Background: an optimization exercise with open tools, aiming at small area, a short achievable clock period and few clock cycles per item. Do not read the settings as production practice.
The RTL was checked by simulation tests, not by an equivalence proof against the original design.
No activity file was given, so power comes from the tool's default toggle rates.

<file path="design/flow/config.mk">
export PLATFORM = sky130hd
export DESIGN_NAME = frequency_based_cache_replacement_core
export DESIGN_NICKNAME = frequency_based_cache_replacement_core
export VERILOG_FILES = /design/flow/design.v
export SDC_FILE = /design/flow/constraint.sdc
export NUM_CORES = 4
export LEC_CHECK = 0
export CAP_MARGIN = 20
export CORE_MARGIN = 2
export CORE_UTILIZATION = 40
export SLEW_MARGIN = 20
</file>
<file path="design/flow/constraint.sdc">
create_clock -name core_clock -period 10.0 [get_ports {clock}]
set_input_delay 2.0000 -clock core_clock [delete_from_list [all_inputs] [get_ports {clock}]]
set_output_delay 2.0000 -clock core_clock [all_outputs]
set_load 0.01 [all_outputs]
</file>
<file path="design/flow/design.v">
package fbrc_pkg;
   localparam int ENTRIES = 16;
   localparam int COUNT_W = 16;
   localparam int FD_W    = 16;
   localparam int BN_W    = 31;
   localparam int KEY_W   = FD_W + BN_W;
   localparam int SLOT_W  = 4;
   localparam int CFG_W   = 5;
   localparam logic [CFG_W-1:0] NEW_SECTION_RESET = 5'd4;
   localparam logic [CFG_W-1:0] OLD_SECTION_RESET = 5'd8;
endpackage
module frequency_based_cache_replacement_core (
   input  logic        clock,
   input  logic        reset,
   input  logic        req_tvalid,
   output logic        req_tready,
   input  logic [47:0] req_tdata,
   output logic        rsp_tvalid,
   input  logic        rsp_tready,
   output logic [55:0] rsp_tdata,
   output logic [1:0]  rsp_tuser,
   input  logic        csr_valid,
   output logic        csr_ready,
   input  logic [0:0]  csr_index,
   input  logic [4:0]  csr_data
);
   localparam int N  = fbrc_pkg::ENTRIES;
   localparam int KW = fbrc_pkg::KEY_W;
   localparam int CW = fbrc_pkg::COUNT_W;
   localparam int SW = fbrc_pkg::SLOT_W;
   localparam int RW = 2 + SW + KW;    
   logic [4:0] new_size, old_size;
   assign csr_ready = 1'b1;
   always_ff @(posedge clock) begin
      if (reset) begin
         new_size <= fbrc_pkg::NEW_SECTION_RESET;
         old_size <= fbrc_pkg::OLD_SECTION_RESET;
      end else if (csr_valid) begin
         if (csr_index) old_size <= csr_data;
         else           new_size <= csr_data;
      end
   end
   logic [KW-1:0] key  [N];
   logic [CW-1:0] cnt  [N];
   logic [SW-1:0] slot [N];
   logic [N-1:0]  v;                 
   logic [SW-1:0] occ;               
   logic [N-1:0]  lt [N];            
   logic          in_v;
   logic [KW-1:0] in_key;
   logic          h_v, s_v;
   logic [RW-1:0] h_d, s_d;
   logic          rdy;
   logic          go, deq;
   logic          in_v_n, h_v_n, s_v_n;
   assign go  = in_v & ~(h_v & s_v);
   assign deq = h_v & rsp_tready;
   assign in_v_n = (in_v & ~go) | (req_tvalid & rdy);
   always_comb begin
      h_v_n = h_v;
      s_v_n = s_v;
      if (go) begin
         if (h_v & ~deq) s_v_n = 1'b1;
         h_v_n = 1'b1;
      end else if (deq) begin
         h_v_n = s_v;
         s_v_n = 1'b0;
      end
   end
   always_ff @(posedge clock) begin
      if (reset) begin
         in_v <= 1'b0;
         h_v  <= 1'b0;
         s_v  <= 1'b0;
         rdy  <= 1'b1;
      end else begin
         in_v <= in_v_n;
         h_v  <= h_v_n;
         s_v  <= s_v_n;
         rdy  <= ~(in_v_n & h_v_n & s_v_n);
      end
   end
   always_ff @(posedge clock) begin
      if (rdy) in_key <= req_tdata[KW-1:0];
   end
   assign req_tready = rdy;
   logic [N-1:0]  match, vict, inwin, newm, sh;
   logic          hit, full, ev, in_new, inc;
   logic [4:0]    win;
   logic [N-1:0]  lt0;
   logic [CW-1:0] cm, cnew;
   logic [SW-1:0] sm, sv, snew;
   logic [KW-1:0] evk;
   assign full = v[N-1];
   assign win  = (old_size == 5'd0) ? 5'd1 : (old_size > 5'd16) ? 5'd16 : old_size;
   always_comb begin
      for (int i = 0; i < N; i++) begin
         match[i] = v[i] && (key[i] == in_key);
         inwin[i] = ({1'b0, win} >= 6'(N - i));
         newm[i]  = ({1'b0, new_size} > 6'(i));
         lt0[i]   = (cnt[0] < cnt[i]);
      end
   end
   logic [N-1:0]  rel [N];
   always_comb begin
      for (int i = 0; i < N; i++) begin
         rel[i] = (i == 0) ? lt0 : lt[i];
      end
   end
   always_comb begin
      for (int i = 0; i < N; i++) begin
         vict[i] = inwin[i];
         for (int j = 0; j < N; j++) begin
            if (j > i) vict[i] = vict[i] & rel[i][j];
            if (j < i) vict[i] = vict[i] & ~(inwin[j] & rel[j][i]);
         end
      end
   end
   assign hit = |match;
   assign ev  = ~hit & full;
   always_comb begin
      cm  = '0;
      sm  = '0;
      sv  = '0;
      evk = '0;
      in_new = 1'b0;
      for (int i = 0; i < N; i++) begin
         cm  = cm  | ({CW{match[i]}} & cnt[i]);
         sm  = sm  | ({SW{match[i]}} & slot[i]);
         sv  = sv  | ({SW{vict[i]}}  & slot[i]);
         evk = evk | ({KW{vict[i]}}  & key[i]);
         in_new = in_new | (match[i] & newm[i]);
      end
   end
   assign inc  = ~in_new & ~(&cm);
   assign cnew = hit ? (cm + CW'(inc)) : CW'(1);
   assign snew = hit ? sm : full ? sv : occ;
   always_comb begin
      logic hm, vm;
      hm = 1'b0;
      vm = 1'b0;
      sh = '0;
      for (int i = N - 1; i >= 1; i--) begin
         hm = hm | match[i];
         vm = vm | vict[i];
         sh[i] = hit ? hm : full ? vm : v[i-1];
      end
   end
   always_ff @(posedge clock) begin
      if (go) begin
         key[0]  <= in_key;
         cnt[0]  <= cnew;
         slot[0] <= snew;
         for (int i = 1; i < N; i++) begin
            if (sh[i]) begin
               key[i]  <= key[i-1];
               cnt[i]  <= cnt[i-1];
               slot[i] <= slot[i-1];
            end
         end
         for (int a = 1; a < N; a++) begin
            for (int b = a + 1; b < N; b++) begin
               if (sh[b])      lt[a][b] <= rel[a-1][b-1];
               else if (sh[a]) lt[a][b] <= rel[a-1][b];
            end
         end
      end
   end
   always_ff @(posedge clock) begin
      if (reset) begin
         v   <= '0;
         occ <= '0;
      end else if (go & ~hit & ~full) begin
         v   <= {v[N-2:0], 1'b1};
         occ <= occ + SW'(1);
      end
   end
   logic [RW-1:0] res;
   assign res = {ev, hit, snew, ev ? evk : KW'(0)};
   always_ff @(posedge clock) begin
      if (go) begin
         if (~h_v | (deq & ~s_v)) h_d <= res;
         else if (deq)            h_d <= s_d;
         if (h_v) s_d <= res;
      end else if (deq) begin
         h_d <= s_d;
      end
   end
   assign rsp_tvalid = h_v;
   assign rsp_tuser  = h_d[RW-1:RW-2];
   assign rsp_tdata  = {5'b0, h_d[KW-1:0], h_d[KW+SW-1:KW]};
endmodule
</file>
<file path="design/flow/run.sh">
#!/bin/bash
# synth_recipe.tcl (not shown) runs the flow's synth.tcl, then flattens the netlist and writes it again
# the make line also repeats each setting of config.mk as NAME=value (left out here)
make -C /OpenROAD-flow-scripts/flow DESIGN_CONFIG=/design/flow/config.mk WORK_HOME=/design/flow/orfs CLKGATE_MAP_FILE= SYNTH_SCRIPT=/design/flow/synth_recipe.tcl finish
</file>
==> run notes <==
- The post-route antenna net violation count is 0.
- Final hold analysis gives a worst-case slack of 439 ps.
- The die is 417 um tall.
- The placed wire-length estimate after detailed placement is 237 mm.
- The first-pass iteration count of the detailed router is 9.
- The remaining global-route overflow is 0.
- The critical path is of the flop to flop type.
- The peak ir drop on the vdd network is 0.000190 V.
- The cell taking the most area after synthesis is sky130_fd_sc_hd__edfxtp_1.
- The data arrival time of the critical path is 8800 ps.
- The signal on the critical path passes through inv_1, o221ai_1, nor4bb_1, and4_1, and2_0, nor4_1, nand3_2, a211o_1, nand2_1, nand2_1, inv_4, buf_4.
- The largest incremental delay on the critical path is 1020 ps.
- Hold repair after CTS inserted 0 buffers.
- In the synthesized netlist the dominant register cell turns out to be sky130_fd_sc_hd__edfxtp_1.
- The total negative slack for setup checks is 0 ps.
- The run finished with no timing, DRC or antenna violations.
- The H-tree level count is 4.
- Of all flip-flops after synthesis, the portion carrying an async set or reset was 0%.
- After clock tree synthesis, the clock-pin slew on the worst setup and hold paths is 60 ps.
- The area of the multi-input gates is 0.0252 mm^2.
- Summed over all nets, the switching power comes to 3.09 mW.
- The cell sitting at the root of the clock tree is a sky130_fd_sc_hd__clkbuf_16.
- The worst-case setup slack after placement is 2010 ps.
- The final count of hold timing violations came to 0.
- The worst setup path is captured at a flop.
- After detailed routing, the number of remaining DRC violations is 0.
- The initial antenna violation count came to 21.
- The number of flops mapped to enable cells by yosys is 1277.
- The startpoint of the worst-slack reg-to-reg timing path is in_key[15].
- The worst-case setup margin in the final layout is 1680 ps.
- By count the netlist is led by sky130_fd_sc_hd__edfxtp_1, sky130_fd_sc_hd__xnor2_1, sky130_fd_sc_hd__inv_1, sky130_fd_sc_hd__nand2_1, sky130_fd_sc_hd__ha_1.
- The count of different cell masters after synthesis is 100.
- After detailed placement, the total cell area comes to 0.0719 mm^2.
- The combinational fraction of design power is 6.0%.
- Across the run, the number of max-cap violations was 0.
- In this run the static leakage power is 27.8 nW.
- Of the total power, the share spent switching nets is 24.2%.
- The routed design has 328 mm of wire.
- After floorplanning, the core was divided into 151 placement rows.
- The count of filler cells inserted in the layout is 15400.
- The beginning of the critical path is in_key[15].
- The finished layout cell area is 0.0769 mm^2.
- The average wire length per cell after detail routing is 41.9 um.
- The horizontal die dimension is 417 um.
- The power per cell area is 166 mW/mm^2.
- Sequential cells burn 49.3% of the power.
- The top cell type's share of synthesized area is 56.3%.
- The number of gates resized after CTS is 0.
- The total of endpoints with negative setup slack in the final report is 0.
- Once placement completed, the tool counted placed cells totaling 7536.
- After layout, the design draws a total of 12.8 mW.
- The combined flip-flop and latch cell area is 0.0401 mm^2.
- For this configuration, the core starts out at a cell density of 40.2%.
- The post-synthesis to final-layout area growth is 13.0%.
- The number of buffers inserted by port buffering is 112.
- The total number of vias is 52700.
- At the pin with the least slew margin, the transition time is 1310 ps.
- Post-CTS timing repair inserted 0 buffers for setup.
- The Yosys step of the flow raised 6 warnings.
- The worst clock skew is 47.6 ps.
- The floorplan step defined a die boundary enclosing 0.173 mm^2.
- The fmax is 120 MHz.
- Counting stages on the worst path, the most repeated cell is sky130_fd_sc_hd__nand2_1.
- The maximum buffer depth of the clock tree is 3.
- The cell area after synthesis is 0.0681 mm^2.
- The synthesized design contains 1364 register bits.
- The kind of start point of the critical path is a flop.
- The worst max-slew margin expressed relative to the limit is 11.6%.
- By instance count, the leading cell after synthesis is sky130_fd_sc_hd__edfxtp_1.
- The number of clock sinks seen by CTS is 1364.
- The min-delay analysis places its worst path in the category flop to flop.
- The final max-slew violation count is 0.
- The mean post-synth cell area is 12.7 um^2.
- The clock network accounts for 44.7% of the total power.
- The core region is 0.169 mm^2.
- After the last flow step, the layout net total stands at 5763.
- The first global-routing pass estimated 437 mm of wire.
- The average via count per standard cell is 6.74.
- Subtracting the final worst setup slack from the clock period gives 8320 ps.
- In this run the most critical hold path is launched from cnt[12][5].
- For the worst-skew pair, the clock arrives at the later sink with an insertion delay of 840 ps.
- The global-route total usage across every layer is 37.0%.
- The share of synthesized area occupied by flip-flops and latches is 58.9%.
- Cells fill 45.4% of the core in the end.
- The data required time at the worst endpoint is 10470 ps.
- In the post-synthesis netlist, the biggest area contributors are sky130_fd_sc_hd__edfxtp_1, sky130_fd_sc_hd__xnor2_1, sky130_fd_sc_hd__ha_1.
- The routability congestion estimate from global placement is 1.07.
- 120 I/O pins were placed.
- In the final layout, the share of cells above drive strength 1 is 10.1%.
- The detailed router finished its first iteration with 9610 violations.
- The post-layout instance count excluding filler cells is 7825.
- Setup repair after global routing left no endpoint under its margin.
- Internal power comes to 9.69 mW.
- TritonCTS created 154 clock buffers.
- The largest individual stage delay along the critical path comes from the cell sky130_fd_sc_hd__nor4_1.
- The gate count of the mapped netlist is 5345.
- The portion of the clock cycle consumed by the worst path in the final layout is 83.2%.
- The TritonCTS clock tree is yes.
- The via count of the first global-routing pass came to 49300.
- The largest net degree at the start of global routing is 68.
- Along the worst path, the maximum fanout reaches 30.
==> logic make-up (layout without fill, tap and decap cells) <==
| logic type | after synthesis | count (layout) | share of synthesized area [%] |
|---|---|---|---|
| xor+xnor | 659 | 659 | 8.50 |
| other cells | 2 | 11 | 0.0110 |
| mux | 167 | 167 | 2.63 |
| buf+inv | 685 | 938 | 4.49 |
| flops | 1364 | 1364 | 58.9 |
| compound gates | 1099 | 1099 | 12.4 |
| simple gates | 1141 | 1141 | 8.93 |
| fa+ha+maj | 228 | 228 | 4.19 |
==> placed cells by master, fill, tap and decap left out, types with 74 or more instances in the layout <==
cell	instances
sky130_fd_sc_hd__edfxtp_1	1277
sky130_fd_sc_hd__xnor2_1	500
sky130_fd_sc_hd__inv_1	354
sky130_fd_sc_hd__nand2_1	245
sky130_fd_sc_hd__ha_1	228
sky130_fd_sc_hd__nand4_1	203
sky130_fd_sc_hd__a22oi_1	181
sky130_fd_sc_hd__buf_4	168
sky130_fd_sc_hd__nor2_1	164
sky130_fd_sc_hd__clkbuf_16	160
sky130_fd_sc_hd__nand3_1	158
sky130_fd_sc_hd__xor2_1	157
sky130_fd_sc_hd__o21ai_0	112
sky130_fd_sc_hd__clkdlybuf4s50_1	112
sky130_fd_sc_hd__a21oi_1	103
sky130_fd_sc_hd__dfxtp_1	86
sky130_fd_sc_hd__a21o_1	82
sky130_fd_sc_hd__a22o_1	80
sky130_fd_sc_hd__mux2_2	75
sky130_fd_sc_hd__a221oi_1	74
==> state kept, by name, summed over array words and instances, names as in the netlist, 16 cells and up <==
| name | count |
|---|---|
| slot | 64 |
| s_d | 53 |
| in_key | 47 |
| cnt | 256 |
| lt | 105 |
| key | 752 |
| h_d | 53 |
| v | 16 |
==> critical path, delay by kind of cell (launching register included) <==
kind / cells / cell delay (ps)
buffers and inverters: 3 / 1830
DFF: 1 / 910
and+or+nand+nor: 7 / 4350
AOI/OAI and AO/OA: 2 / 790
==> final cells by class <==
cell class | instances | share of cell area [%]
Antenna cell | 5 | 0.0163
Sequential cell | 1364 | 52.1
Clock inverter | 85 | 0.952
Inverter | 372 | 1.86
Clock buffer | 197 | 5.49
Timing Repair Buffer | 284 | 3.20
Multi-Input combinational cell | 3300 | 32.7
Tap cell | 2218 | 3.61
==> power by group through the flow <==
stage	clock, mW	combinational, mW	sequential [mW]
3_5_place_dp	0	0.720	6.43
6_report	5.72	0.761	6.31
5_1_grt	5.96	0.770	6.31
4_1_cts	5.73	0.725	6.31
3_3_place_gp	0	0.721	6.43
2_1_floorplan	0	0.399	6.39
==> per-layer routing <==
layer	wire length [um]	track usage, %	part of all wire (%)	vias to the layer above
li1	-	-	-	20700
met1	118000	46.9	36	26600
met2	140000	54.9	43	4380
met4	31000	27.5	9.5	20
met3	38700	9.24	12	1000
met5	149	0	0.045	-
==> path summary, 6_finish.rpt <==
check,to,slack [ps],cells past startpoint
max,cnt[13][3],1680,12
min,cnt[13][5],440,0
max reg2reg,cnt[13][3],1680,12
min reg2reg,cnt[13][5],440,0
Testbench counts, summed over its fixed seeds: cycles 4,016, items 4,000.

[static timing again, ports no longer ideal]
How much do the figures lean on ideal ports? The routed layout below was timed once more, with nothing changed but the port constraints. Step 1, drivers: a clkbuf_16 drives clock and a buf_2 each remaining input, both assumed. Step 2 adds t to the input delays and takes it off the output delays; t is the mean of the earliest and latest rising clock arrival at the registers after step 1. Input paths then give back, and output paths get back, about the clock's delay inside the block. a / b / c = ideal ports / drivers / drivers and shift; a / b = the first two.
t (ns): 0.899
slack for setup (ns): 1.675 / 1.675 / 1.675
worst slew at a driven data input, ns: 0.06
After both steps this run still meets setup and hold. For this run, drivers alone change the setup slack by 0.000 ns; drivers and shift together by 0.000 ns.
